This is an optimization exercise on Yosys and OpenROAD, whose aim is small area, not a production implementation.
Where RTL was checked, it was by simulation tests only, not by an equivalence proof against the original.
The clock port is modelled as an ideal driver; clocking choices that lean on that would not hold on a real chip.
No activity file was given, so power comes from the tool's default toggle rates.

== north ==
==> module rv_mux4, before the edit <==
module rv_mux4 (
  input  logic [3:0] d,
  input  logic [1:0] s,
  output logic       y
);
  assign y = d[s];
endmodule
==> module rv_mux32, before the edit <==
module rv_mux32 (
  input  logic [31:0] d,
  input  logic [4:0]  s,
  output logic        y
);
  logic [7:0] l1;
  logic [1:0] l2;
  for (genvar i = 0; i < 8; i++) begin : g_l1
    rv_mux4 u_mux (.d(d[4*i +: 4]), .s(s[1:0]), .y(l1[i]));
  end
  for (genvar i = 0; i < 2; i++) begin : g_l2
    rv_mux4 u_mux (.d(l1[4*i +: 4]), .s(s[3:2]), .y(l2[i]));
  end
  assign y = s[4] ? l2[1] : l2[0];
endmodule
==> module rv_exec_top, before the edit <==
module rv_exec_top
#(
  parameter int XLEN = XLEN_DEFAULT
) (
  input  logic            in_clk,
  input  logic            in_rst,
  input  logic            instr_valid_i,
  output logic                 instr_ready_o,
  input  logic [4:0]        op_i,
  input  logic [4:0]      rd_i,
  input  logic [4:0]      rs1_i,
  input  logic [4:0]      rs2_i,
  input  logic [XLEN-1:0] imm_i,
  input  logic [XLEN-1:0] pc_i,
  output logic                 res_valid_o,
  input  logic            res_ready_i,
  output logic [4:0]           res_rd_o,
  output logic [XLEN-1:0]      res_data_o
);
  logic [4:0] t;
  logic       last;
  always_ff @(posedge in_clk or negedge in_rst) begin
    if (!in_rst) t <= '0;
    else         t <= t + 5'd1;
  end
  assign last = (t == 5'd31);
  logic clr_done;    
  logic s_p1;
  logic s_p2;
  logic s_wb;
  logic c;           
  logic is_lui, is_auipc, uses_rs2, is_sub, is_slt, is_sltu;
  logic is_xor, is_or, is_and, is_sll, is_srl, is_sra;
  logic two_pass, inv_b, is_shift;
  always_comb begin
    is_lui   = 1'b0; is_auipc = 1'b0; uses_rs2 = 1'b0; is_sub  = 1'b0;
    is_slt   = 1'b0; is_sltu  = 1'b0; is_xor   = 1'b0; is_or   = 1'b0;
    is_and   = 1'b0; is_sll   = 1'b0; is_srl   = 1'b0; is_sra  = 1'b0;
    case (op_i)
      OP_LUI:   is_lui   = 1'b1;
      OP_AUIPC: is_auipc = 1'b1;
      OP_SLTI:  is_slt   = 1'b1;
      OP_SLTIU: is_sltu  = 1'b1;
      OP_XORI:  is_xor   = 1'b1;
      OP_ORI:   is_or    = 1'b1;
      OP_ANDI:  is_and   = 1'b1;
      OP_SLLI:  is_sll   = 1'b1;
      OP_SRLI:  is_srl   = 1'b1;
      OP_SRAI:  is_sra   = 1'b1;
      OP_ADD:   uses_rs2 = 1'b1;
      OP_SUB:   begin uses_rs2 = 1'b1; is_sub  = 1'b1; end
      OP_SLL:   begin uses_rs2 = 1'b1; is_sll  = 1'b1; end
      OP_SLT:   begin uses_rs2 = 1'b1; is_slt  = 1'b1; end
      OP_SLTU:  begin uses_rs2 = 1'b1; is_sltu = 1'b1; end
      OP_XOR:   begin uses_rs2 = 1'b1; is_xor  = 1'b1; end
      OP_SRL:   begin uses_rs2 = 1'b1; is_srl  = 1'b1; end
      OP_SRA:   begin uses_rs2 = 1'b1; is_sra  = 1'b1; end
      OP_OR:    begin uses_rs2 = 1'b1; is_or   = 1'b1; end
      OP_AND:   begin uses_rs2 = 1'b1; is_and  = 1'b1; end
      default:  ;
    endcase
  end
  assign is_shift = is_sll | is_srl | is_sra;
  assign two_pass = is_slt | is_sltu | is_shift;
  assign inv_b    = is_sub | is_slt | is_sltu;
  logic [31:0] taps;       
  logic [4:0]  wb_rd;
  logic        wbit;
  logic [31:0] out_q;
  assign taps[0] = 1'b0;
  assign wbit    = clr_done & out_q[0];
  for (genvar r = 1; r < 32; r++) begin : g_reg
    rv_ring u_ring (
      .in_clk (in_clk),
      .we     (!clr_done || (s_wb && wb_rd == 5'(r))),
      .wbit   (wbit),
      .tap    (taps[r])
    );
  end
  logic a_bit, b_bit, bx, cin, sum, cout, lt;
  logic pc_bit, imm_bit, rs1_bit, rs2_bit;
  rv_mux32 u_pc_mux  (.d(pc_i),  .s(t),     .y(pc_bit));
  rv_mux32 u_imm_mux (.d(imm_i), .s(t),     .y(imm_bit));
  rv_mux32 u_rs1_mux (.d(taps),  .s(rs1_i), .y(rs1_bit));
  rv_mux32 u_rs2_mux (.d(taps),  .s(rs2_i), .y(rs2_bit));
  assign a_bit = is_auipc ? pc_bit : (!is_lui & rs1_bit);
  assign b_bit = uses_rs2 ? rs2_bit : imm_bit;
  assign bx    = b_bit ^ inv_b;
  assign cin   = (t == 5'd0) ? inv_b : c;
  assign sum   = a_bit ^ bx ^ cin;
  assign cout  = (a_bit & bx) | (a_bit & cin) | (bx & cin);
  assign lt    = (is_slt && (a_bit != b_bit)) ? a_bit : !cout;
  logic [4:0] sh;
  logic       p1_bit, p2_bit, p2_shift, shift, in_bit, sh_hit;
  assign sh = wb_rd;    
  always_comb begin
    if (is_xor)                p1_bit = a_bit ^ b_bit;
    else if (is_or)            p1_bit = a_bit | b_bit;
    else if (is_and)           p1_bit = a_bit & b_bit;
    else if (is_srl | is_sra)  p1_bit = a_bit;
    else if (is_sll)           p1_bit = 1'b0;
    else                       p1_bit = sum;
  end
  assign sh_hit = (t == sh);
  always_comb begin
    if (is_sll) begin
      p2_shift = c;
      p2_bit   = a_bit;
    end else if (is_srl | is_sra) begin
      p2_shift = c & !sh_hit;
      p2_bit   = is_sra & out_q[31];
    end else begin
      p2_shift = 1'b1;
      p2_bit   = (t == 5'd0) & c;
    end
  end
  assign shift  = s_p1 | s_wb | (s_p2 & p2_shift);
  assign in_bit = s_p1 ? p1_bit : (s_wb ? out_q[0] : p2_bit);
  always_ff @(posedge in_clk) begin
    if (shift) out_q <= {in_bit, out_q[31:1]};
  end
  always_ff @(posedge in_clk) begin
    if (s_p1)                c <= last ? (is_shift | lt) : cout;
    else if (s_p2 & is_shift) c <= c & !sh_hit;
  end
  logic accept, start;
  assign instr_ready_o = last & ((s_p1 & !two_pass) | s_p2);
  assign accept        = instr_valid_i & instr_ready_o;
  assign start         = last & !s_p1 & !s_p2 & !s_wb & instr_valid_i &
                         (!res_valid_o | res_ready_i);
  always_ff @(posedge in_clk) begin
    if (accept)                  wb_rd <= rd_i;
    else if (s_p1 && t < 5'd5)   wb_rd <= {b_bit ^ is_sll, wb_rd[4:1]};
  end
  always_ff @(posedge in_clk or negedge in_rst) begin
    if (!in_rst) begin
      clr_done    <= 1'b0;
      s_p1        <= 1'b0;
      s_p2        <= 1'b0;
      s_wb        <= 1'b0;
      res_valid_o <= 1'b0;
    end else begin
      if (last && s_wb)     res_valid_o <= 1'b1;
      else if (res_ready_i) res_valid_o <= 1'b0;
      if (last) begin
        clr_done <= 1'b1;
        s_p1     <= start;
        s_p2     <= s_p1 & two_pass & instr_valid_i;
        s_wb     <= accept;
      end
    end
  end
  assign res_rd_o   = wb_rd;
  assign res_data_o = out_q;
endmodule
export LEC_CHECK = 0
export CAP_MARGIN = 20
export CORE_MARGIN = 2
export CORE_UTILIZATION = 65
export PLACE_DENSITY = 0.75
export SLEW_MARGIN = 20
export SYNTH_HIERARCHICAL = 1
create_clock -name core_clock -period 10.0 [get_ports {in_clk}]
standard.sh (not shown) runs the stock make flow with config.mk's settings and CLKGATE_MAP_FILE= SYNTH_SCRIPT=/design/flow/synth_recipe.tcl, a recipe that flattens the netlist after the stock synthesis.
==> flow/flow/run.sh <==
#!/bin/bash
# The standard layout (the standard.sh; standard synthesis unchanged) with these changes:
#  - each port gets a sky130_fd_sc_hd__buf_1 buffer instead of the default buffer cell;
#  - before repair_design, every combinational cell is shrunk to its smallest equivalent cell
#    (flow/pre_resize.tcl, an ORFS PRE_RESIZE hook);
#  - clock tree synthesis with buf_12 buffers, without dummy loads, and with the largest sink clusters (from a
#    short list) whose worst flip-flop clock-pin slew, estimated right after CTS, stays
#    under SLEW_TARGET_PS; CTS is rerun with smaller clusters until it does.
# make's output goes to standard_<step>.log, the slew checks to clkslew_<size>.log; ORFS keeps
# each tool's full log under orfs/logs/.
set -euo pipefail
SLEW_TARGET_PS=${SLEW_TARGET_PS:-120}
RES=orfs/results/sky130hd/rv_exec_top/base
LOGS=orfs/logs/sky130hd/rv_exec_top/base
export BUFFER_PORTS_ARGS="-buffer_cell sky130_fd_sc_hd__buf_1"
export FLOW_FLOW_DIR="$PWD/flow"
export PRE_RESIZE_TCL="$PWD/flow/pre_resize.tcl"

bash standard.sh place > standard_place.log 2>&1

chosen=""
for size in 40 38 36 34 32 30 28 26 24 22 20; do
  export CTS_ARGS="-sink_clustering_enable -repair_clock_nets -dont_use_dummy_load -buf_list sky130_fd_sc_hd__buf_12 -sink_clustering_size $size -sink_clustering_max_diameter 80"
  rm -f $RES/4_1_cts.odb $RES/4_cts.odb $RES/4_cts.sdc
  bash standard.sh cts > standard_cts_$size.log 2>&1
  cp $LOGS/4_1_cts.log cts_$size.log
  ODB=$RES/4_1_cts.odb SDC=$RES/4_cts.sdc openroad -no_init -exit flow/clkslew.tcl > clkslew_$size.log 2>&1
  slew=$(awk '/^CLKSLEW/ {print $2}' clkslew_$size.log)
  echo "size $size: worst clock-pin slew $slew ps" >> cts_choice.log
  if awk -v s="$slew" -v t="$SLEW_TARGET_PS" 'BEGIN { exit !(s != "" && s + 0 <= t) }'; then
    chosen=$size
    break
  fi
done
echo "chosen size: ${chosen:-20 (last tried)}" >> cts_choice.log

bash standard.sh > standard_finish.log 2>&1
Other scripts of this flow, unchanged in this note and not shown: flow/flow/clkslew.tcl, flow/flow/downsize.tcl, flow/flow/pre_resize.tcl
north: done, clean on timing, DRC and antenna
Here is what was changed in the inputs of east compared with north.
diff --git a/flow/design.v b/flow/design.v
--- a/flow/design.v
+++ b/flow/design.v
@@ -36,34 +36,10 @@
   logic [31:0] ring;
   always_ff @(posedge in_clk) begin
     ring <= {we ? wbit : ring[0], ring[31:1]};
   end
   assign tap = ring[0];
-endmodule
-`default_nettype wire
-`default_nettype none
-module rv_mux4 (
-  input  logic [3:0] d,
-  input  logic [1:0] s,
-  output logic       y
-);
-  assign y = d[s];
-endmodule
-module rv_mux32 (
-  input  logic [31:0] d,
-  input  logic [4:0]  s,
-  output logic        y
-);
-  logic [7:0] l1;
-  logic [1:0] l2;
-  for (genvar i = 0; i < 8; i++) begin : g_l1
-    rv_mux4 u_mux (.d(d[4*i +: 4]), .s(s[1:0]), .y(l1[i]));
-  end
-  for (genvar i = 0; i < 2; i++) begin : g_l2
-    rv_mux4 u_mux (.d(l1[4*i +: 4]), .s(s[3:2]), .y(l2[i]));
-  end
-  assign y = s[4] ? l2[1] : l2[0];
 endmodule
 `default_nettype wire
 `default_nettype none
 import rv_exec_pkg::*;
 module rv_exec_top
@@ -144,17 +120,12 @@
       .wbit   (wbit),
       .tap    (taps[r])
     );
   end
   logic a_bit, b_bit, bx, cin, sum, cout, lt;
-  logic pc_bit, imm_bit, rs1_bit, rs2_bit;
-  rv_mux32 u_pc_mux  (.d(pc_i),  .s(t),     .y(pc_bit));
-  rv_mux32 u_imm_mux (.d(imm_i), .s(t),     .y(imm_bit));
-  rv_mux32 u_rs1_mux (.d(taps),  .s(rs1_i), .y(rs1_bit));
-  rv_mux32 u_rs2_mux (.d(taps),  .s(rs2_i), .y(rs2_bit));
-  assign a_bit = is_auipc ? pc_bit : (!is_lui & rs1_bit);
-  assign b_bit = uses_rs2 ? rs2_bit : imm_bit;
+  assign a_bit = is_auipc ? pc_i[t] : (!is_lui & taps[rs1_i]);
+  assign b_bit = uses_rs2 ? taps[rs2_i] : imm_i[t];
   assign bx    = b_bit ^ inv_b;
   assign cin   = (t == 5'd0) ? inv_b : c;
   assign sum   = a_bit ^ bx ^ cin;
   assign cout  = (a_bit & bx) | (a_bit & cin) | (bx & cin);
   assign lt    = (is_slt && (a_bit != b_bit)) ? a_bit : !cout;
Notes after the runs:
east: no failed stages, no open violations at the end
east vs north, setup slack on the worst flop-to-flop path went down by 110 ps.
Compared to north, the router laid down more metal wire for east.
Looking only at wire length of the first global-routing pass, and setting everything else aside, the lower value of east and north goes to north.
On power per unit of standard cell area, the lower figure sits with east, not north.
When east is measured against north, its power turns out 0.78% lower.
Only the layout flow was run in east; the RTL was not checked for function there.

## rev 12
rv_exec_top, a different RTL version from the one above (not shown whole).
Size in the first run: ~1400 cells after synthesis, about 130 I/O pins, about 0.024 mm^2 of cells after synthesis.
==> module rv_exec_top, before the edit <==
module rv_exec_top
#(
  parameter int XLEN = XLEN_DEFAULT
) (
  input  logic            in_clk,
  input  logic            in_rst,
  input  logic            instr_valid_i,
  output logic                 instr_ready_o,
  input  logic [4:0]        op_i,
  input  logic [4:0]      rd_i,
  input  logic [4:0]      rs1_i,
  input  logic [4:0]      rs2_i,
  input  logic [XLEN-1:0] imm_i,
  input  logic [XLEN-1:0] pc_i,
  output logic                 res_valid_o,
  input  logic            res_ready_i,
  output logic [4:0]           res_rd_o,
  output logic [XLEN-1:0]      res_data_o
);
  logic [4:0] t;
  logic       last;
  always_ff @(posedge in_clk or negedge in_rst) begin
    if (!in_rst) t <= '0;
    else         t <= t + 5'd1;
  end
  assign last = (t == 5'd31);
  logic clr_done;    
  logic s_p1;
  logic s_p2;
  logic s_wb;
  logic c;           
  logic is_lui, is_auipc, uses_rs2, is_sub, is_slt, is_sltu;
  logic is_xor, is_or, is_and, is_sll, is_srl, is_sra;
  logic two_pass, inv_b, is_shift;
  always_comb begin
    is_lui   = 1'b0; is_auipc = 1'b0; uses_rs2 = 1'b0; is_sub  = 1'b0;
    is_slt   = 1'b0; is_sltu  = 1'b0; is_xor   = 1'b0; is_or   = 1'b0;
    is_and   = 1'b0; is_sll   = 1'b0; is_srl   = 1'b0; is_sra  = 1'b0;
    case (op_i)
      OP_LUI:   is_lui   = 1'b1;
      OP_AUIPC: is_auipc = 1'b1;
      OP_SLTI:  is_slt   = 1'b1;
      OP_SLTIU: is_sltu  = 1'b1;
      OP_XORI:  is_xor   = 1'b1;
      OP_ORI:   is_or    = 1'b1;
      OP_ANDI:  is_and   = 1'b1;
      OP_SLLI:  is_sll   = 1'b1;
      OP_SRLI:  is_srl   = 1'b1;
      OP_SRAI:  is_sra   = 1'b1;
      OP_ADD:   uses_rs2 = 1'b1;
      OP_SUB:   begin uses_rs2 = 1'b1; is_sub  = 1'b1; end
      OP_SLL:   begin uses_rs2 = 1'b1; is_sll  = 1'b1; end
      OP_SLT:   begin uses_rs2 = 1'b1; is_slt  = 1'b1; end
      OP_SLTU:  begin uses_rs2 = 1'b1; is_sltu = 1'b1; end
      OP_XOR:   begin uses_rs2 = 1'b1; is_xor  = 1'b1; end
      OP_SRL:   begin uses_rs2 = 1'b1; is_srl  = 1'b1; end
      OP_SRA:   begin uses_rs2 = 1'b1; is_sra  = 1'b1; end
      OP_OR:    begin uses_rs2 = 1'b1; is_or   = 1'b1; end
      OP_AND:   begin uses_rs2 = 1'b1; is_and  = 1'b1; end
      default:  ;
    endcase
  end
  assign is_shift = is_sll | is_srl | is_sra;
  assign two_pass = is_slt | is_sltu | is_shift;
  assign inv_b    = is_sub | is_slt | is_sltu;
  logic [31:0] taps;       
  logic [4:0]  wb_rd;
  logic        wbit;
  logic [31:0] out_q;
  assign taps[0] = 1'b0;
  assign wbit    = clr_done & out_q[0];
  for (genvar r = 1; r < 32; r++) begin : g_reg
    logic [31:0] ring;
    logic        wen;
    assign wen     = !clr_done || (s_wb && wb_rd == 5'(r));
    assign taps[r] = ring[0];
    always_ff @(posedge in_clk) begin
      ring <= {wen ? wbit : ring[0], ring[31:1]};
    end
  end
  logic a_bit, b_bit, bx, cin, sum, cout, lt;
  assign a_bit = is_auipc ? pc_i[t] : (!is_lui & taps[rs1_i]);
  assign b_bit = uses_rs2 ? taps[rs2_i] : imm_i[t];
  assign bx    = b_bit ^ inv_b;
  assign cin   = (t == 5'd0) ? inv_b : c;
  assign sum   = a_bit ^ bx ^ cin;
  assign cout  = (a_bit & bx) | (a_bit & cin) | (bx & cin);
  assign lt    = (is_slt && (a_bit != b_bit)) ? a_bit : !cout;
  logic [4:0] sh;
  logic       p1_bit, p2_bit, p2_shift, shift, in_bit, sh_hit;
  assign sh = wb_rd;    
  always_comb begin
    if (is_xor)                p1_bit = a_bit ^ b_bit;
    else if (is_or)            p1_bit = a_bit | b_bit;
    else if (is_and)           p1_bit = a_bit & b_bit;
    else if (is_srl | is_sra)  p1_bit = a_bit;
    else if (is_sll)           p1_bit = 1'b0;
    else                       p1_bit = sum;
  end
  assign sh_hit = (t == sh);
  always_comb begin
    if (is_sll) begin
      p2_shift = c;
      p2_bit   = a_bit;
    end else if (is_srl | is_sra) begin
      p2_shift = c & !sh_hit;
      p2_bit   = is_sra & out_q[31];
    end else begin
      p2_shift = 1'b1;
      p2_bit   = (t == 5'd0) & c;
    end
  end
  assign shift  = s_p1 | s_wb | (s_p2 & p2_shift);
  assign in_bit = s_p1 ? p1_bit : (s_wb ? out_q[0] : p2_bit);
  always_ff @(posedge in_clk) begin
    if (shift) out_q <= {in_bit, out_q[31:1]};
  end
  always_ff @(posedge in_clk) begin
    if (s_p1)                c <= last ? (is_shift | lt) : cout;
    else if (s_p2 & is_shift) c <= c & !sh_hit;
  end
  logic accept, start;
  assign instr_ready_o = last & ((s_p1 & !two_pass) | s_p2);
  assign accept        = instr_valid_i & instr_ready_o;
  assign start         = last & !s_p1 & !s_p2 & !s_wb & instr_valid_i &
                         (!res_valid_o | res_ready_i);
  always_ff @(posedge in_clk) begin
    if (accept)                  wb_rd <= rd_i;
    else if (s_p1 && t < 5'd5)   wb_rd <= {b_bit ^ is_sll, wb_rd[4:1]};
  end
  always_ff @(posedge in_clk or negedge in_rst) begin
    if (!in_rst) begin
      clr_done    <= 1'b0;
      s_p1        <= 1'b0;
      s_p2        <= 1'b0;
      s_wb        <= 1'b0;
      res_valid_o <= 1'b0;
    end else begin
      if (last && s_wb)     res_valid_o <= 1'b1;
      else if (res_ready_i) res_valid_o <= 1'b0;
      if (last) begin
        clr_done <= 1'b1;
        s_p1     <= start;
        s_p2     <= s_p1 & two_pass & instr_valid_i;
        s_wb     <= accept;
      end
    end
  end
  assign res_rd_o   = wb_rd;
  assign res_data_o = out_q;
endmodule
Settings: LEC_CHECK=0, CAP_MARGIN=20, CORE_MARGIN=2, CORE_UTILIZATION=40, SLEW_MARGIN=20; clock period 10.0 ns.
==> flow/flow/run.sh <==
#!/bin/bash
# The standard layout (the standard.sh, standard synthesis unchanged) with two changes:
#  - each port gets a sky130_fd_sc_hd__buf_1 buffer instead of the default buffer cell;
#  - clock tree synthesis with larger sink clusters and no dummy loads.
# make's output goes to standard.log; ORFS keeps each tool's full log under orfs/logs/.
set -euo pipefail
export BUFFER_PORTS_ARGS="-buffer_cell sky130_fd_sc_hd__buf_1"
export CTS_ARGS="-sink_clustering_enable -repair_clock_nets -dont_use_dummy_load -buf_list sky130_fd_sc_hd__clkbuf_16 -sink_clustering_size 30 -sink_clustering_max_diameter 60"
bash standard.sh > standard.log 2>&1
What rev 13 does differently from rev 12 at the input level:
==> flow/design.v, changed modules only <==
module rv_exec_top
#(
  parameter int XLEN = XLEN_DEFAULT
) (
  input  logic            in_clk,
  input  logic            in_rst,
  input  logic            instr_valid_i,
  output logic                 instr_ready_o,
  input  logic [4:0]        op_i,
  input  logic [4:0]      rd_i,
  input  logic [4:0]      rs1_i,
  input  logic [4:0]      rs2_i,
  input  logic [XLEN-1:0] imm_i,
  input  logic [XLEN-1:0] pc_i,
  output logic                 res_valid_o,
  input  logic            res_ready_i,
  output logic [4:0]           res_rd_o,
  output logic [XLEN-1:0]      res_data_o
);
  logic [4:0] t;
  logic       last;
  always_ff @(posedge in_clk or negedge in_rst) begin
    if (!in_rst) t <= '0;
    else         t <= t + 5'd1;
  end
  assign last = (t == 5'd31);
  logic clr_done;    
  logic s_p1;
  logic s_p2;
  logic s_wb;
  logic c;           
  logic is_lui, is_auipc, uses_rs2, is_sub, is_slt, is_sltu;
  logic is_xor, is_or, is_and, is_sll, is_srl, is_sra;
  logic two_pass, inv_b;
  always_comb begin
    is_lui   = 1'b0; is_auipc = 1'b0; uses_rs2 = 1'b0; is_sub  = 1'b0;
    is_slt   = 1'b0; is_sltu  = 1'b0; is_xor   = 1'b0; is_or   = 1'b0;
    is_and   = 1'b0; is_sll   = 1'b0; is_srl   = 1'b0; is_sra  = 1'b0;
    case (op_i)
      OP_LUI:   is_lui   = 1'b1;
      OP_AUIPC: is_auipc = 1'b1;
      OP_SLTI:  is_slt   = 1'b1;
      OP_SLTIU: is_sltu  = 1'b1;
      OP_XORI:  is_xor   = 1'b1;
      OP_ORI:   is_or    = 1'b1;
      OP_ANDI:  is_and   = 1'b1;
      OP_SLLI:  is_sll   = 1'b1;
      OP_SRLI:  is_srl   = 1'b1;
      OP_SRAI:  is_sra   = 1'b1;
      OP_ADD:   uses_rs2 = 1'b1;
      OP_SUB:   begin uses_rs2 = 1'b1; is_sub  = 1'b1; end
      OP_SLL:   begin uses_rs2 = 1'b1; is_sll  = 1'b1; end
      OP_SLT:   begin uses_rs2 = 1'b1; is_slt  = 1'b1; end
      OP_SLTU:  begin uses_rs2 = 1'b1; is_sltu = 1'b1; end
      OP_XOR:   begin uses_rs2 = 1'b1; is_xor  = 1'b1; end
      OP_SRL:   begin uses_rs2 = 1'b1; is_srl  = 1'b1; end
      OP_SRA:   begin uses_rs2 = 1'b1; is_sra  = 1'b1; end
      OP_OR:    begin uses_rs2 = 1'b1; is_or   = 1'b1; end
      OP_AND:   begin uses_rs2 = 1'b1; is_and  = 1'b1; end
      default:  ;
    endcase
  end
  assign two_pass = is_slt | is_sltu | is_sll | is_srl | is_sra;
  assign inv_b    = is_sub | is_slt | is_sltu;
  logic [31:0] taps;       
  logic [4:0]  wb_rd;
  logic        wbit;
  logic [31:0] out_q;
  assign taps[0] = 1'b0;
  assign wbit    = clr_done & out_q[0];
  for (genvar r = 1; r < 32; r++) begin : g_reg
    logic [31:0] ring;
    logic        wen;
    assign wen     = !clr_done || (s_wb && wb_rd == 5'(r));
    assign taps[r] = ring[0];
    always_ff @(posedge in_clk) begin
      ring <= {wen ? wbit : ring[0], ring[31:1]};
    end
  end
  logic a_bit, b_bit, bx, cin, sum, cout, lt;
  assign a_bit = is_auipc ? pc_i[t] : (!is_lui & taps[rs1_i]);
  assign b_bit = uses_rs2 ? taps[rs2_i] : imm_i[t];
  assign bx    = b_bit ^ inv_b;
  assign cin   = (t == 5'd0) ? inv_b : c;
  assign sum   = a_bit ^ bx ^ cin;
  assign cout  = (a_bit & bx) | (a_bit & cin) | (bx & cin);
  assign lt    = (is_slt && (a_bit != b_bit)) ? a_bit : !cout;
  logic [4:0] sh;
  logic       p1_bit, p2_bit, p2_shift, shift, in_bit;
  assign sh = wb_rd;    
  always_comb begin
    if (is_xor)                p1_bit = a_bit ^ b_bit;
    else if (is_or)            p1_bit = a_bit | b_bit;
    else if (is_and)           p1_bit = a_bit & b_bit;
    else if (is_srl | is_sra)  p1_bit = a_bit;
    else if (is_sll)           p1_bit = 1'b0;
    else                       p1_bit = sum;
  end
  always_comb begin
    if (is_sll) begin
      p2_shift = (t <= ~sh);
      p2_bit   = a_bit;
    end else if (is_srl | is_sra) begin
      p2_shift = (t < sh);
      p2_bit   = is_sra & out_q[31];
    end else begin
      p2_shift = 1'b1;
      p2_bit   = (t == 5'd0) & c;
    end
  end
  assign shift  = s_p1 | s_wb | (s_p2 & p2_shift);
  assign in_bit = s_p1 ? p1_bit : (s_wb ? out_q[0] : p2_bit);
  always_ff @(posedge in_clk) begin
    if (shift) out_q <= {in_bit, out_q[31:1]};
  end
  always_ff @(posedge in_clk) begin
    if (s_p1) c <= last ? lt : cout;
  end
  logic accept, start;
  assign instr_ready_o = last & ((s_p1 & !two_pass) | s_p2);
  assign accept        = instr_valid_i & instr_ready_o;
  assign start         = last & !s_p1 & !s_p2 & !s_wb & instr_valid_i &
                         (!res_valid_o | res_ready_i);
  always_ff @(posedge in_clk) begin
    if (accept)                  wb_rd <= rd_i;
    else if (s_p1 && t < 5'd5)   wb_rd <= {b_bit, wb_rd[4:1]};
  end
  always_ff @(posedge in_clk or negedge in_rst) begin
    if (!in_rst) begin
      clr_done    <= 1'b0;
      s_p1        <= 1'b0;
      s_p2        <= 1'b0;
      s_wb        <= 1'b0;
      res_valid_o <= 1'b0;
    end else begin
      if (last && s_wb)     res_valid_o <= 1'b1;
      else if (res_ready_i) res_valid_o <= 1'b0;
      if (last) begin
        clr_done <= 1'b1;
        s_p1     <= start;
        s_p2     <= s_p1 & two_pass & instr_valid_i;
        s_wb     <= accept;
      end
    end
  end
  assign res_rd_o   = wb_rd;
  assign res_data_o = out_q;
endmodule
### Flow results
Looking only at power after layout, and setting everything else aside, the lower value of rev 12 and rev 13 goes to rev 13. Relative to rev 12, wire length has increased by 360 um in rev 13. Between rev 12 and rev 13, the flow reports number of non-filler instances in the completed layout increasing slightly. Against rev 12, rev 13 comes in 0.43 points lower on sequential-to-total area share from yosys stat. Proportion of synthesized area in mux cells of rev 12 is on par with rev 13. On rev 13: fraction of met1 tracks used by global routing is 0.34 points higher than what rev 12 gave. Data arrival time of the critical path, rev 12 and rev 13: higher on rev 12. Hold slack across rev 12 and rev 13: no real change.
Only the layout flow was run in rev 13; the RTL was not checked for function there.

[port drivers added, routing unchanged]
Ports are ideal in the flow. The routed layouts listed here were re-timed in OpenROAD.
Step 1 sets driving cells, clkbuf_16 on the clock port and buf_2 on the other inputs (assumed; they add their load-dependent delay and slew).
Step 2 moves the port delays by t, midway between the first and last clock arrival at a register: inputs arrive t later, outputs are due t later. That takes back most of the time a late clock gives input paths.
Slacks: ideal / step 1 / step 2; pairs: ideal / step 1.
run | shift t [ns] | slack for setup (ns) | worst hold slack (ns) | worst setup path at the end | worst register clock-pin slew, ns
north | 0.538 | 4.351 / 4.319 / 4.124 | 0.279 / 0.279 / 0.279 | input to register | 0.11 / 0.11
east | 0.557 | 3.989 / 3.952 / 3.821 | 0.270 / 0.270 / 0.270 | input to register | 0.12 / 0.12
rev 12 | 0.629 | 4.218 / 4.186 / 4.066 | 0.257 / 0.257 / 0.257 | input to register | 0.11 / 0.11
rev 13 | 0.621 | 4.237 / 4.202 / 4.088 | 0.258 / 0.258 / 0.258 | input to register | 0.10 / 0.10
After both steps every run listed still meets setup and hold. The setup slack of north, which loses most, moves by -0.032 ns with the drivers and by -0.227 ns with both steps.
